This design comes from an exercise in tuning for small area, a short achievable clock period and few clock cycles per item on the open sky130 flow, not from production work. Where RTL was checked, it was by simulation tests only, not by an equivalence proof against the original. Power is estimated from default activity; no workload was simulated.

==> 09-23: inputs <==
==> flow/design.v (excerpt) <==
module me_top (
    input  logic           clk,
    input  logic           rst_n,
    input  logic           block_valid,
    input  logic           area_valid,
    input  me_pkg::pixel_t in_data,
    output logic           out_valid,
    output me_pkg::mv_t    out_vector
);
    me_pkg::pixel_t      sample;
    logic                sample_block;
    logic                sample_valid;
    me_pkg::block_flat_t block_n;
    me_pkg::sad_t        sad;
    logic                sad_valid;
    always_ff @(posedge clk) begin
        sample <= in_data;
    end
    always_ff @(posedge clk or negedge rst_n) begin
        if (!rst_n) begin
            sample_block <= 1'b0;
            sample_valid <= 1'b0;
        end else begin
            sample_block <= block_valid;
            sample_valid <= area_valid;
        end
    end
    block_buffer i_block_buffer (
        .clk          (clk),
        .sample_block (sample_block),
        .sample       (sample),
        .block_n      (block_n)
    );
    sad_array i_sad_array (
        .clk          (clk),
        .rst_n        (rst_n),
        .sample_block (sample_block),
        .sample_valid (sample_valid),
        .sample       (sample),
        .block_n      (block_n),
        .sad          (sad),
        .sad_valid    (sad_valid)
    );
    min_search i_min_search (
        .clk          (clk),
        .rst_n        (rst_n),
        .sample_block (sample_block),
        .sad          (sad),
        .sad_valid    (sad_valid),
        .out_valid    (out_valid),
        .out_vector   (out_vector)
    );
endmodule
Settings: LEC_CHECK=0, CAP_MARGIN=20, CORE_MARGIN=2, CORE_UTILIZATION=60, CTS_CLUSTER_DIAMETER=150, CTS_CLUSTER_SIZE=25, SETUP_SLACK_MARGIN=4.3, SLEW_MARGIN=20; clock period 7.0 ns.
run.sh (not shown) runs the stock make flow with config.mk's settings and CLKGATE_MAP_FILE= SYNTH_SCRIPT=/design/flow/synth_recipe.tcl, a recipe that flattens the netlist after the stock synthesis.
==> 02-06: changes against 09-23 <==
--- a/flow/design.v
+++ b/flow/design.v
@@ -29,17 +29,17 @@
     end
 endmodule
 `timescale 1ns/1ns
 module sad_cell (
     input  me_pkg::pixel_t a,
     input  me_pkg::pixel_t b_n,
     output me_pkg::pixel_t m,
-    output me_pkg::pixel_t t,
     output logic           s
 );
+    me_pkg::pixel_t t;
     assign {s, t} = {1'b0, a} + {1'b0, b_n};
     assign m      = t ^ {me_pkg::PIXEL_W{~s}};
 endmodule
 `timescale 1ns/1ns
 module sad_array (
     input  logic                clk,
     input  logic                rst_n,
@@ -75,15 +75,14 @@
     always_ff @(posedge clk) begin
         if (sample_valid) begin
             line <= {line[(LEN-1)*W-1:0], sample};
         end
     end
     logic [me_pkg::BLOCK_PIX-1:0][W-1:0] pix;
     logic [me_pkg::BLOCK_PIX-1:0][W-1:0] m_d;
-    logic [me_pkg::BLOCK_PIX-1:0][W-1:0] t_d;
     logic [me_pkg::BLOCK_PIX-1:0] s_d;
     assign pix[0] = line[11*W +: W];
     assign pix[1] = line[11*W +: W];
     assign pix[2] = line[11*W +: W];
     assign pix[3] = line[11*W +: W];
     assign pix[4] = line[7*W +: W];
     assign pix[5] = line[7*W +: W];
@@ -98,109 +97,72 @@
     assign pix[14] = sample;
     assign pix[15] = sample;
     for (genvar j = 0; j < me_pkg::BLOCK_PIX; j++) begin : g_pix
         sad_cell i_sad_cell (
             .a   (pix[j]),
             .b_n (block_n[j*W +: W]),
             .m   (m_d[j]),
-            .t   (t_d[j]),
             .s   (s_d[j])
         );
     end
-    logic [me_pkg::BLOCK_PIX-1:0][W-1:0] t;
     logic [me_pkg::BLOCK_PIX-1:0][W-1:0] m;
     logic [me_pkg::BLOCK_PIX-1:0] s;
     always_ff @(posedge clk) begin
         if (sample_valid) begin
-            t <= t_d;
+            m <= m_d;
             s <= s_d;
         end
     end
-    for (genvar j = 0; j < me_pkg::BLOCK_PIX; j++) begin : g_m
-        assign m[j] = t[j] ^ {W{~s[j]}};
-    end
     logic [7:0] part0;
     logic [7:0] part0_d;
-    logic [8:0] part0_c;
-    assign part0_c = {8'(8'd0), s[0]} + {8'(m[0]), s[0]};
-    assign part0_d = part0_c[8:1];
+    assign part0_d = 8'(m[0]) + 8'(s[0]);
     logic [8:0] part1;
     logic [8:0] part1_d;
-    logic [9:0] part1_c;
-    assign part1_c = {9'(part0), s[1]} + {9'(m[1]), s[1]};
-    assign part1_d = part1_c[9:1];
+    assign part1_d = 9'(part0) + 9'(m[1]) + 9'(s[1]);
     logic [9:0] part2;
     logic [9:0] part2_d;
-    logic [10:0] part2_c;
-    assign part2_c = {10'(part1), s[2]} + {10'(m[2]), s[2]};
-    assign part2_d = part2_c[10:1];
+    assign part2_d = 10'(part1) + 10'(m[2]) + 10'(s[2]);
     logic [9:0] part3;
     logic [9:0] part3_d;
-    logic [10:0] part3_c;
-    assign part3_c = {10'(part2), s[3]} + {10'(m[3]), s[3]};
-    assign part3_d = part3_c[10:1];
+    assign part3_d = 10'(part2) + 10'(m[3]) + 10'(s[3]);
     logic [10:0] part4;
     logic [10:0] part4_d;
-    logic [11:0] part4_c;
-    assign part4_c = {11'(part3), s[4]} + {11'(m[4]), s[4]};
-    assign part4_d = part4_c[11:1];
+    assign part4_d = 11'(part3) + 11'(m[4]) + 11'(s[4]);
     logic [10:0] part5;
     logic [10:0] part5_d;
-    logic [11:0] part5_c;
-    assign part5_c = {11'(part4), s[5]} + {11'(m[5]), s[5]};
-    assign part5_d = part5_c[11:1];
+    assign part5_d = 11'(part4) + 11'(m[5]) + 11'(s[5]);
     logic [10:0] part6;
     logic [10:0] part6_d;
-    logic [11:0] part6_c;
-    assign part6_c = {11'(part5), s[6]} + {11'(m[6]), s[6]};
-    assign part6_d = part6_c[11:1];
+    assign part6_d = 11'(part5) + 11'(m[6]) + 11'(s[6]);
     logic [10:0] part7;
     logic [10:0] part7_d;
-    logic [11:0] part7_c;
-    assign part7_c = {11'(part6), s[7]} + {11'(m[7]), s[7]};
-    assign part7_d = part7_c[11:1];
+    assign part7_d = 11'(part6) + 11'(m[7]) + 11'(s[7]);
     logic [11:0] part8;
     logic [11:0] part8_d;
-    logic [12:0] part8_c;
-    assign part8_c = {12'(part7), s[8]} + {12'(m[8]), s[8]};
-    assign part8_d = part8_c[12:1];
+    assign part8_d = 12'(part7) + 12'(m[8]) + 12'(s[8]);
     logic [11:0] part9;
     logic [11:0] part9_d;
-    logic [12:0] part9_c;
-    assign part9_c = {12'(part8), s[9]} + {12'(m[9]), s[9]};
-    assign part9_d = part9_c[12:1];
+    assign part9_d = 12'(part8) + 12'(m[9]) + 12'(s[9]);
     logic [11:0] part10;
     logic [11:0] part10_d;
-    logic [12:0] part10_c;
-    assign part10_c = {12'(part9), s[10]} + {12'(m[10]), s[10]};
-    assign part10_d = part10_c[12:1];
+    assign part10_d = 12'(part9) + 12'(m[10]) + 12'(s[10]);
     logic [11:0] part11;
     logic [11:0] part11_d;
-    logic [12:0] part11_c;
-    assign part11_c = {12'(part10), s[11]} + {12'(m[11]), s[11]};
-    assign part11_d = part11_c[12:1];
+    assign part11_d = 12'(part10) + 12'(m[11]) + 12'(s[11]);
     logic [11:0] part12;
     logic [11:0] part12_d;
-    logic [12:0] part12_c;
-    assign part12_c = {12'(part11), s[12]} + {12'(m[12]), s[12]};
-    assign part12_d = part12_c[12:1];
+    assign part12_d = 12'(part11) + 12'(m[12]) + 12'(s[12]);
     logic [11:0] part13;
     logic [11:0] part13_d;
-    logic [12:0] part13_c;
-    assign part13_c = {12'(part12), s[13]} + {12'(m[13]), s[13]};
-    assign part13_d = part13_c[12:1];
+    assign part13_d = 12'(part12) + 12'(m[13]) + 12'(s[13]);
     logic [11:0] part14;
     logic [11:0] part14_d;
-    logic [12:0] part14_c;
-    assign part14_c = {12'(part13), s[14]} + {12'(m[14]), s[14]};
-    assign part14_d = part14_c[12:1];
+    assign part14_d = 12'(part13) + 12'(m[14]) + 12'(s[14]);
     logic [11:0] sad_d;
-    logic [12:0] sad_c;
-    assign sad_c = {12'(part14), s[15]} + {12'(m[15]), s[15]};
-    assign sad_d = sad_c[12:1];
+    assign sad_d = 12'(part14) + 12'(m[15]) + 12'(s[15]);
     always_ff @(posedge clk) begin
         if (sample_valid) begin
             part0 <= part0_d;
             part1 <= part1_d;
             part2 <= part2_d;
             part3 <= part3_d;
             part4 <= part4_d;
- CORE_UTILIZATION: 60 -> 40
- CTS_CLUSTER_DIAMETER: 150 -> not set
- CTS_CLUSTER_SIZE: 25 -> not set
- SETUP_SLACK_MARGIN: 4.3 -> 4.2
==> notes.md <==
- Critical path depth is the same in 09-23 and 02-06.
- Sequential power: 09-23 is smaller than 02-06 (about 0.7%).
- Against 02-06, the clock skew of 09-23 is lower by 0.0042 ns.
- Clock power: 09-23 is smaller than 02-06 (49%).
Testbench counts of 09-23, summed over its fixed seeds: cycles 15,944, jobs 192.
No functional check of the RTL was part of 02-06.

---

==> fjord <==
me_top, a different RTL version from the one above (not shown whole).
==> module block_buffer, before the edit <==
module block_buffer (
    input  logic                clk,
    input  logic                block_valid,
    input  me_pkg::pixel_t      in_data,
    output me_pkg::block_flat_t block
);
    always_ff @(posedge clk) begin
        if (block_valid) begin
            block <= {~in_data, block[me_pkg::BLOCK_PIX*me_pkg::PIXEL_W-1:me_pkg::PIXEL_W]};
        end
    end
endmodule
==> module sad_cell, before the edit <==
module sad_cell (
    input  me_pkg::pixel_t a,
    input  me_pkg::pixel_t b_n,
    output me_pkg::pixel_t m,
    output logic           s
);
    me_pkg::pixel_t t;
    assign {s, t} = {1'b0, a} + {1'b0, b_n};
    assign m      = t ^ {me_pkg::PIXEL_W{~s}};
endmodule
==> module sad_array, before the edit <==
module sad_array (
    input  logic                clk,
    input  logic                rst_n,
    input  logic                block_valid,
    input  logic                area_valid,
    input  me_pkg::pixel_t      in_data,
    input  me_pkg::block_flat_t block,
    output me_pkg::sad_t        sad,
    output logic                sad_valid,
    output me_pkg::coord_t      cand_row,
    output me_pkg::coord_t      cand_col
);
    localparam int W = me_pkg::PIXEL_W;
    me_pkg::pixel_t sample;
    logic           sample_valid;
    always_ff @(posedge clk) begin
        sample <= in_data;
    end
    always_ff @(posedge clk or negedge rst_n) begin
        if (!rst_n) begin
            sample_valid <= 1'b0;
        end else begin
            sample_valid <= area_valid;
        end
    end
    me_pkg::coord_t area_row;
    me_pkg::coord_t area_col;
    logic           win_end;
    always_ff @(posedge clk or negedge rst_n) begin
        if (!rst_n) begin
            area_row <= '0;
            area_col <= '0;
        end else if (block_valid) begin
            area_row <= '0;
            area_col <= '0;
        end else if (sample_valid) begin
            area_col <= area_col + 1'b1;
            if (area_col == me_pkg::coord_t'(me_pkg::AREA_DIM - 1)) begin
                area_row <= area_row + 1'b1;
            end
        end
    end
    assign win_end = sample_valid && (area_row >= me_pkg::coord_t'(me_pkg::BLOCK_DIM - 1)) &&
                     (area_col >= me_pkg::coord_t'(me_pkg::BLOCK_DIM - 1));
    always_ff @(posedge clk or negedge rst_n) begin
        if (!rst_n) begin
            sad_valid <= 1'b0;
        end else begin
            sad_valid <= win_end;
        end
    end
    assign cand_col = area_col ^ 3'b100;
    assign cand_row = (area_col == '0) ? area_row - 3'd4 : area_row - 3'd3;
    localparam int LEN = 12;
    logic [LEN*W-1:0] line;
    always_ff @(posedge clk) begin
        if (sample_valid) begin
            line <= {line[(LEN-1)*W-1:0], sample};
        end
    end
    me_pkg::pixel_t pix [me_pkg::BLOCK_PIX];
    me_pkg::pixel_t m   [me_pkg::BLOCK_PIX];
    logic [me_pkg::BLOCK_PIX-1:0] s;
    assign pix[0] = line[11*W +: W];
    assign pix[1] = line[11*W +: W];
    assign pix[2] = line[11*W +: W];
    assign pix[3] = line[11*W +: W];
    assign pix[4] = line[7*W +: W];
    assign pix[5] = line[7*W +: W];
    assign pix[6] = line[7*W +: W];
    assign pix[7] = line[7*W +: W];
    assign pix[8] = line[3*W +: W];
    assign pix[9] = line[3*W +: W];
    assign pix[10] = line[3*W +: W];
    assign pix[11] = line[3*W +: W];
    assign pix[12] = sample;
    assign pix[13] = sample;
    assign pix[14] = sample;
    assign pix[15] = sample;
    for (genvar j = 0; j < me_pkg::BLOCK_PIX; j++) begin : g_pix
        sad_cell i_sad_cell (
            .a   (pix[j]),
            .b_n (block[j*W +: W]),
            .m   (m[j]),
            .s   (s[j])
        );
    end
    logic [7:0] part0;
    logic [8:0] part1;
    logic [9:0] part2;
    logic [9:0] part3;
    logic [10:0] part4;
    logic [10:0] part5;
    logic [10:0] part6;
    logic [10:0] part7;
    logic [11:0] part8;
    logic [11:0] part9;
    logic [11:0] part10;
    logic [11:0] part11;
    logic [11:0] part12;
    logic [11:0] part13;
    logic [11:0] part14;
    logic [7:0] part0_d;
    assign part0_d = 8'(m[0]) + 8'(s[0]);
    logic [8:0] part1_d;
    assign part1_d = 9'(part0) + 9'(m[1]) + 9'(s[1]);
    logic [9:0] part2_d;
    assign part2_d = 10'(part1) + 10'(m[2]) + 10'(s[2]);
    logic [9:0] part3_d;
    assign part3_d = 10'(part2) + 10'(m[3]) + 10'(s[3]);
    logic [10:0] part4_d;
    assign part4_d = 11'(part3) + 11'(m[4]) + 11'(s[4]);
    logic [10:0] part5_d;
    assign part5_d = 11'(part4) + 11'(m[5]) + 11'(s[5]);
    logic [10:0] part6_d;
    assign part6_d = 11'(part5) + 11'(m[6]) + 11'(s[6]);
    logic [10:0] part7_d;
    assign part7_d = 11'(part6) + 11'(m[7]) + 11'(s[7]);
    logic [11:0] part8_d;
    assign part8_d = 12'(part7) + 12'(m[8]) + 12'(s[8]);
    logic [11:0] part9_d;
    assign part9_d = 12'(part8) + 12'(m[9]) + 12'(s[9]);
    logic [11:0] part10_d;
    assign part10_d = 12'(part9) + 12'(m[10]) + 12'(s[10]);
    logic [11:0] part11_d;
    assign part11_d = 12'(part10) + 12'(m[11]) + 12'(s[11]);
    logic [11:0] part12_d;
    assign part12_d = 12'(part11) + 12'(m[12]) + 12'(s[12]);
    logic [11:0] part13_d;
    assign part13_d = 12'(part12) + 12'(m[13]) + 12'(s[13]);
    logic [11:0] part14_d;
    assign part14_d = 12'(part13) + 12'(m[14]) + 12'(s[14]);
    logic [11:0] sad_d;
    assign sad_d = 12'(part14) + 12'(m[15]) + 12'(s[15]);
    always_ff @(posedge clk) begin
        if (sample_valid) begin
            part0 <= part0_d;
            part1 <= part1_d;
            part2 <= part2_d;
            part3 <= part3_d;
            part4 <= part4_d;
            part5 <= part5_d;
            part6 <= part6_d;
            part7 <= part7_d;
            part8 <= part8_d;
            part9 <= part9_d;
            part10 <= part10_d;
            part11 <= part11_d;
            part12 <= part12_d;
            part13 <= part13_d;
            part14 <= part14_d;
            sad <= sad_d;
        end
    end
endmodule
Settings: LEC_CHECK=0, CAP_MARGIN=20, CORE_MARGIN=2, CORE_UTILIZATION=40, SLEW_MARGIN=20; clock period 7.0 ns.
==> tundra (differences from fjord) <==
==> flow/design.v (replaced) <==
package me_pkg;
    localparam int BLOCK_DIM    = 4;
    localparam int BLOCK_PIX    = BLOCK_DIM * BLOCK_DIM;
    localparam int AREA_DIM     = 8;
    localparam int SEARCH_DIM   = AREA_DIM - BLOCK_DIM + 1;
    localparam int NUM_CAND     = SEARCH_DIM * SEARCH_DIM;
    localparam int SEARCH_RANGE = 2;
    localparam int PIXEL_W = 8;
    localparam int SAD_W   = 12;
    localparam int COORD_W = 3;
    localparam int MV_W    = 3;
    localparam int LINE_LEN = 24;
    typedef logic [PIXEL_W-1:0] pixel_t;
    typedef logic [SAD_W-1:0] sad_t;
    typedef logic [COORD_W-1:0] coord_t;
    typedef logic [BLOCK_PIX*PIXEL_W-1:0] block_flat_t;
    typedef logic [LINE_LEN*PIXEL_W-1:0] line_flat_t;
    typedef logic signed [MV_W-1:0] mv_t;
endpackage
`timescale 1ns/1ns
module block_buffer (
    input  logic                clk,
    input  logic                block_valid,
    input  me_pkg::pixel_t      in_data,
    output me_pkg::block_flat_t block
);
    always_ff @(posedge clk) begin
        if (block_valid) begin
            block <= {in_data, block[me_pkg::BLOCK_PIX*me_pkg::PIXEL_W-1:me_pkg::PIXEL_W]};
        end
    end
endmodule
`timescale 1ns/1ns
module sad_cell #(
    parameter int IN_W  = 12,
    parameter int OUT_W = 12
) (
    input  logic [IN_W-1:0]           acc,
    input  logic [4*me_pkg::PIXEL_W-1:0] a,
    input  logic [4*me_pkg::PIXEL_W-1:0] b,
    output logic [OUT_W-1:0]          sum
);
    localparam int W = me_pkg::PIXEL_W;
    logic [W-1:0] m [4];
    logic [3:0]   s;
    always_comb begin
        for (int k = 0; k < 4; k++) begin
            {s[k], m[k]} = {1'b0, a[k*W +: W]} + {1'b0, ~b[k*W +: W]};
            m[k] = m[k] ^ {W{~s[k]}};
        end
    end
    assign sum = OUT_W'(acc) + OUT_W'(m[0]) + OUT_W'(m[1]) + OUT_W'(m[2]) + OUT_W'(m[3])
               + OUT_W'(s[0]) + OUT_W'(s[1]) + OUT_W'(s[2]) + OUT_W'(s[3]);
endmodule
`timescale 1ns/1ns
module sad_array (
    input  logic                clk,
    input  logic                rst_n,
    input  logic                block_valid,
    input  logic                area_valid,
    input  me_pkg::pixel_t      in_data,
    input  me_pkg::block_flat_t block,
    output me_pkg::sad_t        sad,
    output logic                sad_valid,
    output me_pkg::coord_t      cand_row,
    output me_pkg::coord_t      cand_col
);
    localparam int W = me_pkg::PIXEL_W;
    me_pkg::coord_t area_row;
    me_pkg::coord_t area_col;
    logic           win_end;
    always_ff @(posedge clk or negedge rst_n) begin
        if (!rst_n) begin
            area_row <= '0;
            area_col <= '0;
        end else if (block_valid) begin
            area_row <= '0;
            area_col <= '0;
        end else if (area_valid) begin
            area_col <= area_col + 1'b1;
            if (area_col == me_pkg::coord_t'(me_pkg::AREA_DIM - 1)) begin
                area_row <= area_row + 1'b1;
            end
        end
    end
    assign win_end = area_valid && (area_row >= me_pkg::coord_t'(me_pkg::BLOCK_DIM - 1)) &&
                     (area_col >= me_pkg::coord_t'(me_pkg::BLOCK_DIM - 1));
    always_ff @(posedge clk or negedge rst_n) begin
        if (!rst_n) begin
            sad_valid <= 1'b0;
        end else begin
            sad_valid <= win_end;
        end
    end
    assign cand_col = area_col ^ 3'b100;
    assign cand_row = (area_col == '0) ? area_row - 3'd4 : area_row - 3'd3;
    me_pkg::line_flat_t line;
    always_ff @(posedge clk) begin
        if (area_valid) begin
            line <= {line[(me_pkg::LINE_LEN-1)*W-1:0], in_data};
        end
    end
    function automatic logic [4*W-1:0] taps(input int first);
        for (int k = 0; k < 4; k++) begin
            taps[k*W +: W] = line[(first-k)*W +: W];
        end
    endfunction
    logic [9:0]  part0, part0_d;
    logic [10:0] part1, part1_d;
    logic [11:0] part2, part2_d;
    me_pkg::sad_t sad_d;
    sad_cell #(.IN_W(1),  .OUT_W(10)) i_row0 (
        .acc (1'b0),
        .a   (taps(23)),
        .b   (block[0*4*W +: 4*W]),
        .sum (part0_d)
    );
    sad_cell #(.IN_W(10), .OUT_W(11)) i_row1 (
        .acc (part0),
        .a   (taps(16)),
        .b   (block[1*4*W +: 4*W]),
        .sum (part1_d)
    );
    sad_cell #(.IN_W(11), .OUT_W(12)) i_row2 (
        .acc (part1),
        .a   (taps(9)),
        .b   (block[2*4*W +: 4*W]),
        .sum (part2_d)
    );
    sad_cell #(.IN_W(12), .OUT_W(12)) i_row3 (
        .acc (part2),
        .a   ({in_data, line[0 +: W], line[W +: W], line[2*W +: W]}),
        .b   (block[3*4*W +: 4*W]),
        .sum (sad_d)
    );
    always_ff @(posedge clk) begin
        if (area_valid) begin
            part0 <= part0_d;
            part1 <= part1_d;
            part2 <= part2_d;
            sad   <= sad_d;
        end
    end
endmodule
`timescale 1ns/1ns
module min_search (
    input  logic           clk,
    input  logic           rst_n,
    input  me_pkg::sad_t   sad,
    input  logic           sad_valid,
    input  me_pkg::coord_t cand_row,
    input  me_pkg::coord_t cand_col,
    output logic           out_valid,
    output me_pkg::mv_t    out_vector
);
    me_pkg::sad_t min_sad;
    me_pkg::mv_t  best_x;
    me_pkg::mv_t  best_y;
    logic         first;
    logic         last;
    logic         less;
    logic         y_cycle;
    assign first = (cand_row == '0) && (cand_col == '0);
    assign last  = sad_valid && (cand_row == 3'd4) && (cand_col == 3'd4);
    assign less  = sad < min_sad;
    always_ff @(posedge clk) begin
        if (sad_valid && (first || less)) begin
            min_sad <= sad;
            best_x  <= me_pkg::mv_t'(cand_col - 3'd2);
            best_y  <= me_pkg::mv_t'(3'd2 - cand_row);
        end
    end
    always_ff @(posedge clk or negedge rst_n) begin
        if (!rst_n) begin
            y_cycle <= 1'b0;
        end else begin
            y_cycle <= last;
        end
    end
    assign out_valid  = last || y_cycle;
    assign out_vector = last    ? (less ? me_pkg::mv_t'(3'sd2) : best_x) :
                        y_cycle ? best_y : '0;
endmodule
`timescale 1ns/1ns
module me_top (
    input  logic           clk,
    input  logic           rst_n,
    input  logic           block_valid,
    input  logic           area_valid,
    input  me_pkg::pixel_t in_data,
    output logic           out_valid,
    output me_pkg::mv_t    out_vector
);
    me_pkg::block_flat_t block;
    me_pkg::sad_t        sad;
    logic                sad_valid;
    me_pkg::coord_t      cand_row;
    me_pkg::coord_t      cand_col;
    block_buffer i_block_buffer (
        .clk         (clk),
        .block_valid (block_valid),
        .in_data     (in_data),
        .block       (block)
    );
    sad_array i_sad_array (
        .clk         (clk),
        .rst_n       (rst_n),
        .block_valid (block_valid),
        .area_valid  (area_valid),
        .in_data     (in_data),
        .block       (block),
        .sad         (sad),
        .sad_valid   (sad_valid),
        .cand_row    (cand_row),
        .cand_col    (cand_col)
    );
    min_search i_min_search (
        .clk        (clk),
        .rst_n      (rst_n),
        .sad        (sad),
        .sad_valid  (sad_valid),
        .cand_row   (cand_row),
        .cand_col   (cand_col),
        .out_valid  (out_valid),
        .out_vector (out_vector)
    );
endmodule
==> notes <==
Register-to-register slack: tundra is lower than fjord (2.1 ns). Between tundra and fjord, the lower core utilization is in tundra (gap 0.18 points). fjord finished clean. tundra completed with no timing, DRC or antenna violations. Of tundra and fjord, fjord has the higher fmax (gap 25%, measured against fjord). Of tundra and fjord, tundra has the higher non-clock buffer count (gap 3).
==> figures <==
Worst setup slack for register-to-register paths: fjord 2.91 ns; tundra 0.80 ns
Post-route core utilization: fjord 0.448; tundra 0.446
Net Count, Synth: fjord 2452; tundra 2286
Maximum number of pins on one net before global-route repair: fjord 80; tundra 123
Endpoint kind of the worst setup timing path: fjord output pin; tundra register
Average vias per placed instance: fjord 5.18; tundra 4.95
Final wirelength: fjord 51600 um; tundra 45300 um
Number of vias in the routed layout: fjord 16106; tundra 13918
Outcome: fjord timing/DRC/antenna clean; tundra timing/DRC/antenna clean
Maximum operating frequency: fjord 0.215 GHz; tundra 0.161 GHz
Testbench counts of fjord, summed over its fixed seeds: cycles 15,560, jobs 192.
Testbench counts of tundra, summed over its fixed seeds: cycles 15,368, jobs 192.

-- port drivers added, routing unchanged --
The results above use ideal ports. As a check the final layouts listed here were re-extracted and re-timed, cells and wires unchanged. Step 1: set_driving_cell puts a clkbuf_16 on clk and a buf_2 on each other input, an assumption about the parent block. Step 2 also shifts input and output timing later by t, the mid clock arrival at the registers, as if the neighbouring blocks saw the same clock. Three values: ideal ports, drivers, drivers and shift; two values: the first two.
run	t (ns)	slack for setup (ns)	worst setup path after step 2	slew at the worst register clock pin (ns)
09-23	0.651	4.358 / 4.298 / 4.424	input, reset recovery	0.10 / 0.10
02-06	0.661	4.356 / 4.293 / 4.349	input, reset recovery	0.06 / 0.06
fjord	0.653	2.338 / 2.280 / 2.909	register to register	0.06 / 0.06
tundra	0.626	0.799 / 0.799 / 0.286	input to register	0.06 / 0.06
After both steps setup and hold are still met in every run listed. The setup slack of tundra, which loses most, moves by 0.000 ns with the drivers and by -0.513 ns with both steps. Setup slack includes reset recovery checks.
